What follows belongs to an exercise in optimizing a design on an open flow for small area; a production flow would make more cautious choices. The RTL was checked by simulation tests, not by an equivalence proof against the original design. No activity file was given, so power comes from the tool's default toggle rates.

### flow/run.sh
#!/bin/bash
# synth_recipe.tcl (not shown) runs the flow's synth.tcl, then flattens the netlist and writes it again
# the make line also repeats each setting of config.mk as NAME=value (left out here)
make -C /OpenROAD-flow-scripts/flow DESIGN_CONFIG=/design/flow/config.mk WORK_HOME=/design/flow/orfs CLKGATE_MAP_FILE= SYNTH_SCRIPT=/design/flow/synth_recipe.tcl finish
### flow/config.mk
export PLATFORM = sky130hd
export DESIGN_NAME = multi_delimiter_record_splitter_top
export DESIGN_NICKNAME = multi_delimiter_record_splitter_top
export VERILOG_FILES = /design/flow/design.v
export SDC_FILE = /design/flow/constraint.sdc
export NUM_CORES = 4
export LEC_CHECK = 0
export CAP_MARGIN = 20
export CORE_MARGIN = 2
export CORE_UTILIZATION = 40
export SLEW_MARGIN = 20
### flow/constraint.sdc
create_clock -name core_clock -period 20.0 [get_ports {clk}]
set_input_delay 4.0000 -clock core_clock [delete_from_list [all_inputs] [get_ports {clk}]]
set_output_delay 4.0000 -clock core_clock [all_outputs]
set_load 0.01 [all_outputs]
### flow/design.v
package mdrs_pkg;
	localparam int NUM_SEPARATORS = 4;
	localparam int MAX_SEP_LEN    = 8;
	localparam int NUM_SEP_REGS   = 4;
	localparam int SEP_W          = 64;
	localparam int LEN_W          = 4;
	localparam int LENS_W         = 16;
	localparam int IDX_W          = 2;
	localparam int CFG_IDX_W      = 3;
	localparam int FILL_W         = $clog2(MAX_SEP_LEN + 1);
	localparam int POS_W          = (MAX_SEP_LEN > 1) ? $clog2(MAX_SEP_LEN) : 1;
	localparam int SUM_W          = LEN_W + 1;
	localparam logic [7:0] CH_UPPER_A = 8'h41;
	localparam logic [7:0] CH_UPPER_Z = 8'h5A;
	localparam logic [7:0] CH_LOWER_A = 8'h61;
	localparam logic [7:0] CH_LOWER_Z = 8'h7A;
	localparam logic [7:0] CASE_OFS   = 8'h20;
	localparam logic [SEP_W-1:0]  RST_SEP_0     = 64'd10;
	localparam logic [SEP_W-1:0]  RST_SEP_1     = 64'd2573;
	localparam logic [SEP_W-1:0]  RST_SEP_2     = 64'd0;
	localparam logic [SEP_W-1:0]  RST_SEP_3     = 64'd0;
	localparam logic [LENS_W-1:0] RST_LENGTHS   = 16'd33;
	localparam logic              RST_CASE      = 1'b1;
	localparam logic              RST_ESC_EN    = 1'b0;
	localparam logic [7:0]        RST_ESC_BYTE  = 8'd92;
	typedef enum logic [CFG_IDX_W-1:0] {
		REG_SEP_0    = 3'd0,
		REG_SEP_1    = 3'd1,
		REG_SEP_2    = 3'd2,
		REG_SEP_3    = 3'd3,
		REG_LENGTHS  = 3'd4,
		REG_CASE     = 3'd5,
		REG_ESC_EN   = 3'd6,
		REG_ESC_BYTE = 3'd7
	} cfg_reg_t;
	typedef struct packed {
		logic [NUM_SEP_REGS-1:0][SEP_W-1:0] sep;
		logic [LENS_W-1:0]                  lengths;
		logic                               case_sensitive;
		logic                               escape_enable;
		logic [7:0]                         escape_byte;
	} cfg_t;
	typedef struct packed {
		logic                              load;
		logic [MAX_SEP_LEN-1:0][7:0]       hist;
		logic [POS_W-1:0]                  pos;
		logic [FILL_W-1:0]                 cnt;
		logic                              term;
		logic                              matched;
		logic [IDX_W-1:0]                  idx;
	} drain_ld_t;
	function automatic logic bytes_equal(input logic [7:0] d, input logic [7:0] s, input logic cs);
		logic hit;
		begin
		hit = (d == s);
		if (!cs && s >= CH_UPPER_A && s <= CH_UPPER_Z) begin
			hit = hit || (d == s + CASE_OFS);
		end
		if (!cs && s >= CH_LOWER_A && s <= CH_LOWER_Z) begin
			hit = hit || (d == s - CASE_OFS);
		end
		bytes_equal = hit;
		end
	endfunction
endpackage
module mdrs_cfg (
	input  logic        clk,
	input  logic        arst_n,
	input  logic                 wr_valid,
	output logic                 wr_ready,
	input  logic [mdrs_pkg::CFG_IDX_W-1:0] wr_index,
	input  logic [mdrs_pkg::SEP_W-1:0] wr_data,
	output mdrs_pkg::cfg_t               regs
);
	mdrs_pkg::cfg_t cfg_q;
	assign wr_ready = 1'b1;
	assign regs     = cfg_q;
	always_ff @(posedge clk or negedge arst_n) begin
		if (!arst_n) begin
			cfg_q.sep[0]          <= mdrs_pkg::RST_SEP_0;
			cfg_q.sep[1]          <= mdrs_pkg::RST_SEP_1;
			cfg_q.sep[2]          <= mdrs_pkg::RST_SEP_2;
			cfg_q.sep[3]          <= mdrs_pkg::RST_SEP_3;
			cfg_q.lengths         <= mdrs_pkg::RST_LENGTHS;
			cfg_q.case_sensitive  <= mdrs_pkg::RST_CASE;
			cfg_q.escape_enable   <= mdrs_pkg::RST_ESC_EN;
			cfg_q.escape_byte     <= mdrs_pkg::RST_ESC_BYTE;
		end else if (wr_valid && wr_ready) begin
			case (wr_index)
				mdrs_pkg::REG_SEP_0:    cfg_q.sep[0]         <= wr_data;
				mdrs_pkg::REG_SEP_1:    cfg_q.sep[1]         <= wr_data;
				mdrs_pkg::REG_SEP_2:    cfg_q.sep[2]         <= wr_data;
				mdrs_pkg::REG_SEP_3:    cfg_q.sep[3]         <= wr_data;
				mdrs_pkg::REG_LENGTHS:  cfg_q.lengths        <= wr_data[mdrs_pkg::LENS_W-1:0];
				mdrs_pkg::REG_CASE:     cfg_q.case_sensitive <= wr_data[0];
				mdrs_pkg::REG_ESC_EN:   cfg_q.escape_enable  <= wr_data[0];
				mdrs_pkg::REG_ESC_BYTE: cfg_q.escape_byte    <= wr_data[7:0];
				default: begin
				end
			endcase
		end
	end
endmodule
module mdrs_core (
	input  logic        clk,
	input  logic        arst_n,
	input  logic        in_valid,
	output logic        in_ready,
	input  logic [7:0]  in_data_byte,
	input  logic        in_end_of_input,
	input  mdrs_pkg::cfg_t      regs,
	input  logic        drain_free,
	output mdrs_pkg::drain_ld_t   dl
);
	logic                        valid_s1;
	logic [7:0]                  byte_s1;
	logic                        eoi_s1;
	logic [mdrs_pkg::MAX_SEP_LEN-1:0][7:0] hist_q;
	logic [mdrs_pkg::FILL_W-1:0]           fill_q;
	logic [mdrs_pkg::FILL_W-1:0]           run_q;
	logic                        esc_q;
	logic [mdrs_pkg::MAX_SEP_LEN-1:0][7:0] hist_n;
	logic [mdrs_pkg::MAX_SEP_LEN-1:0][7:0] hist_d;
	logic [mdrs_pkg::FILL_W-1:0]           fill_d;
	logic [mdrs_pkg::FILL_W-1:0]           run_d;
	logic                        esc_d;
	logic                        step_fire;
	logic                        full;
	logic [mdrs_pkg::FILL_W-1:0]           fill_push;
	logic [mdrs_pkg::FILL_W-1:0]           run_push;
	logic [mdrs_pkg::FILL_W-1:0]           fill_m1;
	logic [mdrs_pkg::NUM_SEPARATORS-1:0][mdrs_pkg::LEN_W-1:0] len;
	logic [mdrs_pkg::NUM_SEPARATORS-1:0]   hit;
	logic [mdrs_pkg::LEN_W-1:0]            best_len;
	logic [mdrs_pkg::IDX_W-1:0]            best_k;
	logic [mdrs_pkg::SUM_W-1:0]            n_match;
	logic                        is_escape;
	assign step_fire   = valid_s1 && drain_free;
	assign in_ready = !valid_s1 || step_fire;
	always_ff @(posedge clk or negedge arst_n) begin
		if (!arst_n) begin
			valid_s1 <= 1'b0;
		end else if (in_valid && in_ready) begin
			valid_s1 <= 1'b1;
		end else if (step_fire) begin
			valid_s1 <= 1'b0;
		end
	end
	always_ff @(posedge clk) begin
		if (in_valid && in_ready) begin
			byte_s1 <= in_data_byte;
			eoi_s1  <= in_end_of_input;
		end
	end
	assign full      = (fill_q == mdrs_pkg::FILL_W'(mdrs_pkg::MAX_SEP_LEN));
	assign fill_push = full ? fill_q : fill_q + mdrs_pkg::FILL_W'(1);
	assign run_push  = (run_q == mdrs_pkg::FILL_W'(mdrs_pkg::MAX_SEP_LEN)) ? run_q : run_q + mdrs_pkg::FILL_W'(1);
	assign fill_m1   = fill_q - mdrs_pkg::FILL_W'(1);
	assign is_escape = regs.escape_enable && (byte_s1 == regs.escape_byte);
	always_comb begin
		hist_n[0] = byte_s1;
		for (int j = 1; j < mdrs_pkg::MAX_SEP_LEN; j++) begin
			hist_n[j] = hist_q[j-1];
		end
	end
	always_comb begin
		for (int k = 0; k < mdrs_pkg::NUM_SEPARATORS; k++) begin
			len[k] = regs.lengths[mdrs_pkg::LEN_W*k +: mdrs_pkg::LEN_W];
			hit[k] = (len[k] != '0) && (len[k] <= mdrs_pkg::LEN_W'(mdrs_pkg::MAX_SEP_LEN)) &&
				(len[k] <= mdrs_pkg::LEN_W'(run_push)) && (len[k] <= mdrs_pkg::LEN_W'(fill_push));
			for (int j = 0; j < mdrs_pkg::MAX_SEP_LEN; j++) begin
				if (mdrs_pkg::LEN_W'(j) < len[k] && !mdrs_pkg::bytes_equal(hist_n[j],
						8'(regs.sep[k] >> (8 * (int'(len[k]) - j - 1))),
						regs.case_sensitive)) begin
					hit[k] = 1'b0;
				end
			end
		end
	end
	always_comb begin
		best_len = '0;
		best_k   = '0;
		for (int k = 0; k < mdrs_pkg::NUM_SEPARATORS; k++) begin
			if (hit[k] && len[k] > best_len) begin
				best_len = len[k];
				best_k   = mdrs_pkg::IDX_W'(k);
			end
		end
	end
	assign n_match = mdrs_pkg::SUM_W'(fill_q) + mdrs_pkg::SUM_W'(1) - mdrs_pkg::SUM_W'(best_len);
	always_comb begin
		hist_d     = hist_q;
		fill_d     = fill_q;
		run_d      = run_q;
		esc_d      = esc_q;
		dl.load    = step_fire;
		dl.hist    = hist_q;
		dl.pos     = fill_m1[mdrs_pkg::POS_W-1:0];
		dl.cnt     = '0;
		dl.term    = 1'b0;
		dl.matched = 1'b0;
		dl.idx     = '0;
		if (eoi_s1) begin
			dl.cnt  = fill_q;
			dl.term = 1'b1;
			fill_d  = '0;
			run_d   = '0;
			esc_d   = 1'b0;
		end else if (esc_q) begin
			hist_d = hist_n;
			fill_d = fill_push;
			run_d  = '0;
			esc_d  = 1'b0;
			dl.cnt = full ? mdrs_pkg::FILL_W'(1) : '0;
		end else if (is_escape) begin
			esc_d = 1'b1;
		end else if (best_len != '0) begin
			dl.cnt     = n_match[mdrs_pkg::FILL_W-1:0];
			dl.term    = 1'b1;
			dl.matched = 1'b1;
			dl.idx     = best_k;
			fill_d     = '0;
			run_d      = '0;
		end else begin
			hist_d = hist_n;
			fill_d = fill_push;
			run_d  = run_push;
			dl.cnt = full ? mdrs_pkg::FILL_W'(1) : '0;
		end
	end
	always_ff @(posedge clk or negedge arst_n) begin
		if (!arst_n) begin
			fill_q <= '0;
			run_q  <= '0;
			esc_q  <= 1'b0;
		end else if (step_fire) begin
			fill_q <= fill_d;
			run_q  <= run_d;
			esc_q  <= esc_d;
		end
	end
	always_ff @(posedge clk) begin
		if (step_fire) begin
			hist_q <= hist_d;
		end
	end
endmodule
module mdrs_emit (
	input  logic        clk,
	input  logic        arst_n,
	input  mdrs_pkg::drain_ld_t   dl,
	output logic        drain_free,
	output logic             res_valid,
	input  logic             res_ready,
	output logic [7:0]       res_out_byte,
	output logic             res_is_data,
	output logic             res_matched,
	output logic [mdrs_pkg::IDX_W-1:0] res_separator_index,
	output logic             res_last
);
	logic [mdrs_pkg::MAX_SEP_LEN-1:0][7:0] d_hist_q;
	logic [mdrs_pkg::POS_W-1:0]            d_pos_q;
	logic [mdrs_pkg::FILL_W-1:0]           d_cnt_q;
	logic                        d_term_q;
	logic                        d_matched_q;
	logic [mdrs_pkg::IDX_W-1:0]            d_idx_q;
	logic                        o_valid_q;
	logic [7:0]                  o_byte_q;
	logic                        o_is_data_q;
	logic                        o_matched_q;
	logic [mdrs_pkg::IDX_W-1:0]            o_idx_q;
	logic                        o_last_q;
	logic                        pend;
	logic                        o_free;
	logic                        mv;
	logic                        mv_data;
	logic                        mv_last;
	assign pend       = (d_cnt_q != '0) || d_term_q;
	assign o_free     = !o_valid_q || res_ready;
	assign mv         = pend && o_free;
	assign mv_data    = (d_cnt_q != '0);
	assign mv_last    = mv_data ? (d_cnt_q == mdrs_pkg::FILL_W'(1) && !d_term_q) : 1'b1;
	assign drain_free = !pend || (mv && mv_last);
	always_ff @(posedge clk or negedge arst_n) begin
		if (!arst_n) begin
			d_cnt_q   <= '0;
			d_term_q  <= 1'b0;
			d_pos_q   <= '0;
			o_valid_q <= 1'b0;
		end else begin
			if (dl.load) begin
				d_cnt_q  <= dl.cnt;
				d_term_q <= dl.term;
				d_pos_q  <= dl.pos;
			end else if (mv) begin
				if (mv_data) begin
					d_cnt_q <= d_cnt_q - mdrs_pkg::FILL_W'(1);
					d_pos_q <= d_pos_q - mdrs_pkg::POS_W'(1);
				end else begin
					d_term_q <= 1'b0;
				end
			end
			if (mv) begin
				o_valid_q <= 1'b1;
			end else if (res_ready) begin
				o_valid_q <= 1'b0;
			end
		end
	end
	always_ff @(posedge clk) begin
		if (dl.load) begin
			d_hist_q    <= dl.hist;
			d_matched_q <= dl.matched;
			d_idx_q     <= dl.idx;
		end
		if (mv) begin
			o_byte_q    <= mv_data ? d_hist_q[d_pos_q] : 8'd0;
			o_is_data_q <= mv_data;
			o_matched_q <= mv_data ? 1'b0 : d_matched_q;
			o_idx_q     <= mv_data ? '0 : d_idx_q;
			o_last_q    <= mv_last;
		end
	end
	assign res_valid           = o_valid_q;
	assign res_out_byte        = o_byte_q;
	assign res_is_data         = o_is_data_q;
	assign res_matched         = o_matched_q;
	assign res_separator_index = o_idx_q;
	assign res_last            = o_last_q;
endmodule
module multi_delimiter_record_splitter_top (
	input  logic                 clk,
	input  logic                 arst_n,
	input  logic                 data_in_valid,
	output logic                 data_in_ready,
	input  logic [7:0]           data_in_data_byte,
	input  logic                 data_in_end_of_input,
	output logic                 data_out_valid,
	input  logic                 data_out_ready,
	output logic [7:0]           data_out_out_byte,
	output logic                 data_out_is_data,
	output logic                 data_out_matched,
	output logic [mdrs_pkg::IDX_W-1:0] data_out_separator_index,
	output logic                 data_out_last,
	input  logic                 cfg_valid,
	output logic                 cfg_ready,
	input  logic [mdrs_pkg::CFG_IDX_W-1:0] cfg_index,
	input  logic [mdrs_pkg::SEP_W-1:0] cfg_data
);
	mdrs_pkg::cfg_t      regs;
	mdrs_pkg::drain_ld_t dl;
	logic      drain_free;
	mdrs_cfg u_cfg (
		.clk      (clk),
		.arst_n   (arst_n),
		.wr_valid (cfg_valid),
		.wr_ready (cfg_ready),
		.wr_index (cfg_index),
		.wr_data  (cfg_data),
		.regs     (regs)
	);
	mdrs_core u_core (
		.clk             (clk),
		.arst_n          (arst_n),
		.in_valid        (data_in_valid),
		.in_ready        (data_in_ready),
		.in_data_byte    (data_in_data_byte),
		.in_end_of_input (data_in_end_of_input),
		.regs            (regs),
		.drain_free      (drain_free),
		.dl              (dl)
	);
	mdrs_emit u_emit (
		.clk                 (clk),
		.arst_n              (arst_n),
		.dl                  (dl),
		.drain_free          (drain_free),
		.res_valid           (data_out_valid),
		.res_ready           (data_out_ready),
		.res_out_byte        (data_out_out_byte),
		.res_is_data         (data_out_is_data),
		.res_matched         (data_out_matched),
		.res_separator_index (data_out_separator_index),
		.res_last            (data_out_last)
	);
endmodule
==> flow_summary.ini <==
[status]
status = no timing/DRC/antenna violations

[synth]
syn_nets = 5565
ys_seq_elements = 454
ys_async_sr_fraction_pct = 66.3
ys.flop_type = dfrtp_1
synth_top_family_by_area = multiplexers
netlist_instances = 5121
seq_area_frac_synth_pct = 24.0
synthTopCellsByArea = dfrtp_1 14%, mux4_2 13%, edfxtp_1 9.1%, ha_1 8.8%, mux2_2 7.9%
syn_area_per_cell_um2 = 9.90
yosysUniqueCellTypes = 122
synth_top_cell_area_share_pct = 14.2
synth_xor_area_share_pct = 6.85
synth_top_area_cell = dfrtp_1
syn_area_um2 = 50700
synth_compound_area_share_pct = 12.8
ys_top_cells_by_count = 414 x nand2_1, 358 x ha_1, 356 x mux2_2
synth_mux_area_share_pct = 26.2
synth-edff-count = 153
yosysMostFrequentCell = nand2_1
ys_warn_count = 3
synthAdderAreaFrac_pct = 9.04
yosys.area_share.simple_pct = 16.6

[route]
routed_wl_um = 212000
routedWlPerCell_um = 31.3
vias = 45687
drt_pass1_iterations = 7
drt_iter0_markers = 6769
drc_errors = 0
vias_per_cell = 6.75
ant_nets = 0

[timing]
period_share_pct = 87.8
tns_ns = 0
post-route-min-period_ns = 17.56
timing.slew.headroom_pct = 8.32
hold_viol = 0
fmax_mhz = 57.0
skew_ns = 0.0643
maxSlewViolCount = 0
rsz0062_at_grt = false
setup_violations = 0
worstMarginPinSlew_ns = 1.37

[global_routing]
grt_pass1_vias = 41092
grt_pass1_wl_um = 301000
grt.total_usage_pct = 31.8
met1_usage_pct = 43.7
grt_antenna_before_repair = 16
grt_overflow_total = 0
grt_max_degree = 138
busiest_layer = met2
met3_usage_pct = 8.50
use_met2_pct = 44.5

[floorplan]
coreArea_um2 = 126000
fp.dieH_um = 360
start_util_pct = 40.3
die-width_um = 360
io_pins = 97
fp-row-count = 130
die_area_um2 = 130000

[finish]
syn2layout_area_growth_pct = 9.00
fin_nets = 5503
drive_above_1_share_pct = 19.6
fill_cells = 11949
final_area_um2 = 55200

[placement]
dp_hpwl_um = 162000
place_congestion = 1.05
port_buffers = 95
place_area_um2 = 53200

[setup_path]
cp.arrival_ns = 17.84
r2r_setup_slack_ns = 2.44
critPathMaxStageDelay_ns = 0.80
crit_slowest_cell = or4b_1
worst_setup_path_start_kind = flop
critical_path_required_ns = 20.28
path_common_cell = ha_1
crit_fanout = 40
end_kind = flop
path_class = reg2reg

[min_path]
hold_class = reg2reg

[cts]
cts_setup_buffers = 0
post_cts_resized = 0
cts_root_buf = clkbuf_16
clk_path_buf_depth = 3
clkTransAtPathRegs_ns = 0.07
cts_hold_buf = 0
clock-sinks = 454
htreeDepth = 2
cts_tree = built
cts_buffers = 54
clock_latency_ns = 0.70

[run]
maxCapViolCount = 0

[power]
max-vdd-ir-drop_uv = 83.2
powerDensity_nw_per_um2 = 133
leakagePower_nw = 20.7
==> cells in the final DEF, fill, tap and decap left out, types with 24 or more instances in the layout <==
master,synthesis,final
a211o_1,29,29
a211oi_1,45,45
a21oi_1,135,135
a31oi_1,38,38
and2_1,26,26
and3_1,34,33
and4_1,24,24
buf_4,13,123
clkbuf_16,0,54
clkdlybuf4s50_1,0,94
dfrtp_1,287,281
edfxtp_1,153,153
ha_1,358,354
inv_1,196,195
mux2_2,356,356
mux2i_1,236,236
mux4_2,298,298
nand2_1,414,414
nand2b_1,89,89
nand3_1,205,205
nand3b_1,24,24
nand4_1,101,101
nor2_1,222,221
nor2b_1,50,50
nor3_1,125,123
nor3b_1,26,24
nor4_1,70,67
nor4b_1,34,34
o211ai_1,45,45
o21a_1,26,26
o21ai_0,163,163
o22ai_1,33,33
o31ai_1,31,30
o32ai_1,34,34
or2_2,24,24
xnor2_1,221,216
xor2_1,128,127
==> flip-flops by register name (all words and copies together), names as in the netlist <==
signal / cells
u_cfg.cfg_q: 282
u_core.hist_q: 64
u_emit.d_hist_q: 64
u_core.byte_s1: 8
u_emit.o_byte_q: 8
u_core.fill_q: 4
u_core.run_q: 4
u_emit.d_cnt_q: 4
u_emit.d_pos_q: 3
u_emit.d_idx_q: 2
u_emit.o_idx_q: 2
u_core.eoi_s1: 1
u_core.esc_q: 1
u_core.valid_s1: 1
u_emit.d_matched_q: 1
u_emit.d_term_q: 1
u_emit.o_is_data_q: 1
u_emit.o_last_q: 1
u_emit.o_matched_q: 1
u_emit.o_valid_q: 1
==> where the power goes <==
part | leakage [nW] | internal, mW | switching (mW) | total (mW)
sequential | 5.00 | 1.17 | 0.341 | 1.52
clock | 0.934 | 0.641 | 0.462 | 1.10
combinational | 14.8 | 1.87 | 2.87 | 4.74
total | 20.7 | 3.68 | 3.67 | 7.35
==> per-stage QoR <==
stage	hold WS, ns	instances	setup WS (ns)	utilization (%)	total power, mW
6_report	0.405	6764	2.44	43.9	7.35
5_1_grt	0.425	6755	1.18	43.9	7.71
4_1_cts	0.401	6750	1.93	43.9	7.19
3_5_place_dp	0.405	6652	1.98	42.3	6.08
3_3_place_gp	0.400	6652	2.43	42.3	6.02
2_1_floorplan	0.400	5121	3.69	-	4.65
==> worst paths after layout <==
kind                                    from                  end  cells after the start
hold / removal             u_core.hist_q[61]  u_emit.d_hist_q[61]                      0
setup reg to reg             u_cfg.cfg_q[11]    u_core.hist_q[58]                     55
hold reg to reg            u_core.hist_q[61]  u_emit.d_hist_q[61]                      0
min in group asynchronous             arst_n      u_cfg.cfg_q[28]                      1
setup / recovery             u_cfg.cfg_q[11]    u_core.hist_q[58]                     55
max in group asynchronous             arst_n      u_cfg.cfg_q[22]                      2
==> per-layer routing <==
layer  part of all wire (%)  vias to the layer above
li1                       -                    19554
met1                     40                    22699
met2                     40                     2871
met3                     12                      563
met4                    7.1                        0
met5                      0                        -
==> worst max-delay path: cells and delay by family, from the launching register on <==
kind	cells	cell delay [ns]
flops	1	0.70
mux	3	0.95
compound gates	14	3.06
fa+ha+maj	7	2.34
simple gates	26	8.12
xor+xnor	1	0.29
buf+inv	4	1.60
==> logic make-up after synthesis <==
| family | Yosys count |
|---|---|
| AO/OA/AOI/OAI | 902 |
| flip-flops | 454 |
| adder cells (fa/ha/maj) | 363 |
| multiplexers | 905 |
| XOR/XNOR | 368 |
| other | 1 |
| buffers and inverters | 541 |
| AND/OR/NAND/NOR | 1587 |
==> area by class of cell <==
type | count | area (um^2) | share of cell area, %
inverter | 203 | 762 | 1.38
timing repair buffer | 220 | 1910 | 3.47
antenna | 13 | 32.5 | 0.0589
tap | 1650 | 2060 | 3.74
clock inverter | 37 | 523 | 0.947
clock buffer | 61 | 1410 | 2.55
multi-input combinational | 4126 | 36400 | 65.8
sequential | 454 | 12200 | 22.0

==> afterwards: timing with drivers on the ports <==
How much do the figures lean on ideal ports? The routed layout below was timed once more, with nothing changed but the port constraints.
Step 1 (the two cells are an assumption about what drives the block):
set clk [get_ports {clk}]
set_driving_cell -lib_cell sky130_fd_sc_hd__clkbuf_16 $clk
set_driving_cell -lib_cell sky130_fd_sc_hd__buf_2 [delete_from_list [all_inputs] $clk]
Step 2 adds t to the input delays and takes it off the output delays; t is the mean of the earliest and latest rising clock arrival at the registers after step 1. Input paths then give back, and output paths get back, about the clock's delay inside the block.
a / b / c = ideal ports / drivers / drivers and shift; a / b = the first two.
t, ns: 0.740
setup slack, ns: 2.442 / 2.442 / 2.442
worst hold slack (ns): 0.405 / 0.405 / 0.405
worst setup path at the end: register to register
worst data-port slew with drivers (ns): 0.05
After both steps setup and hold are still met in this run. The setup slack of this run moves by 0.000 ns with the drivers and by 0.000 ns with both steps.
